This design comes from an exercise in tuning for small area, a short achievable clock period and few clock cycles per item on the open sky130 flow, not from production work.
RTL that was checked went through simulation tests only; none was proved equivalent to the original.

==> build 74: inputs <==
==> flow/design.v (excerpt) <==
module cvn_top #(
	parameter int SAMPLE_WIDTH = 24
) (
	input  logic                    clk,
	input  logic                    arst_n,
	input  logic                    psel,
	input  logic                    penable,
	input  logic                    pwrite,
	input  logic [1:0]              paddr,
	input  logic [31:0]             pwdata,
	output logic [31:0]             prdata,
	output logic                    pready,
	input  logic                    cmd_valid,
	output logic                    cmd_ready,
	input  logic [1:0]              cmd_opcode,
	input  logic [SAMPLE_WIDTH-1:0] cmd_re,
	input  logic [SAMPLE_WIDTH-1:0] cmd_im,
	output logic                    rsp_valid,
	input  logic                    rsp_ready,
	output logic                    rsp_kind,
	output logic [SAMPLE_WIDTH-1:0] rsp_re,
	output logic [SAMPLE_WIDTH-1:0] rsp_im,
	output logic [31:0]             rsp_norm,
	output logic                    rsp_zero,
	output logic                    rsp_sat
);
make LEC_CHECK=0 ABC_CLOCK_PERIOD_IN_PS=4000 CAP_MARGIN=20 CORE_MARGIN=2 CORE_UTILIZATION=40 PLACE_DENSITY=0.6 SETUP_SLACK_MARGIN=5 SLEW_MARGIN=20 finish   # period 11.0 ns
run.sh (not shown) runs the stock make flow with config.mk's settings and CLKGATE_MAP_FILE= SYNTH_SCRIPT=/design/flow/synth_recipe.tcl, a recipe that flattens the netlist after the stock synthesis.
==> inputs of build 70, as changes to build 74 <==
--- a/flow/config.mk
+++ b/flow/config.mk
@@ -7,3 +7,3 @@
 export LEC_CHECK = 0
-export ABC_CLOCK_PERIOD_IN_PS = 4000
+export ABC_CLOCK_PERIOD_IN_PS = 5000
 export CAP_MARGIN = 20
@@ -12,3 +12,3 @@
 export PLACE_DENSITY = 0.6
-export SETUP_SLACK_MARGIN = 5
+export SETUP_SLACK_MARGIN = 4
 export SLEW_MARGIN = 20
==> summary.txt <==
quantity                                                         build 70        build 74
Layout cells sized above 1                                         12.23%          18.90%
Outcome                                                    finished clean  finished clean
Number of fillers in the final layout                              13.48k          12.98k
Multi-input gate share of total cell area                          64.00%          62.66%
Met2 GRT Util                                                      48.35%          49.43%
Sequential fraction of total cell area                             17.73%          16.59%
Area occupied by multi-input gates                             42,260 µm²      44,230 µm²
FF-to-FF setup slack                                              3.80 ns         3.90 ns
Footprint of the flip-flops and latches                        11,710 µm²      11,710 µm²
CP max stage delay                                                0.58 ns         0.61 ns
Buffers & Inverters on Critical Path                                    4               2
Area after DPL                                                 61,280 µm²      61,650 µm²
Total via count after detailed routing                             52.93k          54.59k
Number of global-route vias before repair                          51.18k          53.68k
Reg-to-reg startpoint                                         im_mag_q[5]        sum_q[3]
Final weighted congestion in routability-driven placement           1.006          0.9866
Total length of routed met2 wires                              103,800 µm      104,900 µm
Critical path data required time                                 11.42 ns        11.41 ns
Testbench counts of build 74, summed over its fixed seeds: cycles 13,135, items 5,556.
Testbench counts of build 70, summed over its fixed seeds: cycles 13,135, items 5,556.

* * *

==> build 56 <==
cvn_top, a different RTL version from the one above (not shown whole).
Design cvn_top, start of the top module:
module cvn_top #(
	parameter int SAMPLE_WIDTH = 24
) (
	input  logic                    clk,
	input  logic                    arst_n,
	input  logic                    psel,
	input  logic                    penable,
	input  logic                    pwrite,
	input  logic [1:0]              paddr,
	input  logic [31:0]             pwdata,
	output logic [31:0]             prdata,
	output logic                    pready,
	input  logic                    cmd_valid,
	output logic                    cmd_ready,
	input  logic [1:0]              cmd_opcode,
	input  logic [SAMPLE_WIDTH-1:0] cmd_re,
	input  logic [SAMPLE_WIDTH-1:0] cmd_im,
	output logic                    rsp_valid,
	input  logic                    rsp_ready,
	output logic                    rsp_kind,
	output logic [SAMPLE_WIDTH-1:0] rsp_re,
	output logic [SAMPLE_WIDTH-1:0] rsp_im,
	output logic [31:0]             rsp_norm,
	output logic                    rsp_zero,
	output logic                    rsp_sat
);
clock: 11.0 ns
lec_check: 0
abc_clock_period_in_ps: 5000
cap_margin: 20
core_margin: 2
core_utilization: 40
place_density: 0.6
setup_slack_margin: 4
slew_margin: 20
==> build 49 (differences from build 56) <==
Settings changed: ABC_CLOCK_PERIOD_IN_PS 5000 to default, SETUP_SLACK_MARGIN 4 to default.
==> results.py <==
metrics = {
    "status": {
        "status": "timing/DRC/antenna clean",
    },
    "detailed_routing": {
        "route.met3.wl_mm": 16.59,
    },
    "setup_path": {
        "worstRegToRegCells": 27,
        "timing.critical_path.slowest_cell_delay_ps": 1050,
        "worst_r2r_startpoint": "state_q[8]",
        "worst_ep_required_time_ps": 11550,
    },
    "final_layout": {
        "fill_cell_count": 13060,
        "proportion_of_cell_area_occupied_by_multi_input_gates_pct": 63.41,
        "layout-area-overhead-vs-synth_pct": 10.74,
    },
    "global_route": {
        "grt_pass1_wl_mm": 293.8,
        "antenna_found_initial": 14,
        "groute.usage.overall_pct": 28.48,
    },
    "sta": {
        "fmax_mhz": 106.1,
        "whs_ps": 454.8,
        "grt_setup_unrepaired": "no",
    },
    "placement": {
        "placer_congestion": 0.9623,
    },
    "clock_network": {
        "cts_buffers": 53,
    },
}
the above is filed under build 49

==> results.py <==
metrics = {
    "global_route": {
        "groute.usage.overall_pct": 29.30,
    },
    "final_layout": {
        "fill_cell_count": 12750,
        "proportion_of_cell_area_occupied_by_multi_input_gates_pct": 62.13,
        "layout-area-overhead-vs-synth_pct": 17.08,
    },
    "sta": {
        "whs_ps": 454.2,
        "grt_setup_unrepaired": "yes",
        "fmax_mhz": 141.4,
    },
    "setup_path": {
        "timing.critical_path.slowest_cell_delay_ps": 590,
        "worst_r2r_startpoint": "sum_q[32]",
        "worst_ep_required_time_ps": 11400,
    },
    "clock_network": {
        "cts_buffers": 51,
    },
    "detailed_routing": {
        "route.met3.wl_mm": 19.27,
    },
    "status": {
        "status": "timing/DRC/antenna clean",
    },
    "placement": {
        "placer_congestion": 0.9977,
    },
}
the above is filed under build 56

No functional check of the RTL was part of any run of this note.

separate check: timing with driven ports:
How much do the figures lean on ideal ports? The routed layouts below were timed once more, with nothing changed but the port constraints. Step 1 (the two cells are an assumption about what drives the block):
set clk [get_ports {clk}]
set_driving_cell -lib_cell sky130_fd_sc_hd__clkbuf_16 $clk
set_driving_cell -lib_cell sky130_fd_sc_hd__buf_2 [delete_from_list [all_inputs] $clk]
Step 2 times the ports against the registers' clock, not the clock port: input delays grow and output delays shrink by t, the midpoint of the rising clock arrivals with the driver on. a / b / c = no drivers / after step 1 / after step 2; a / b = the first two.
| run | shift t [ns] | setup WS [ns] | hold WS [ns] | worst register clock-pin slew, ns | worst slew at a driven data input, ns |
|---|---|---|---|---|---|
| build 74 | 0.754 | 3.900 / 3.900 / 3.900 | 0.453 / 0.453 / 0.453 | 0.09 / 0.09 | 0.05 |
| build 70 | 0.760 | 3.798 / 3.798 / 3.798 | 0.485 / 0.485 / 0.485 | 0.07 / 0.07 | 0.07 |
| build 56 | 0.712 | 3.930 / 3.930 / 3.930 | 0.454 / 0.454 / 0.454 | 0.07 / 0.07 | 0.09 |
| build 49 | 0.718 | 1.574 / 1.574 / 1.574 | 0.455 / 0.455 / 0.455 | 0.07 / 0.07 | 0.10 |
After both steps setup and hold are still met in every run listed.
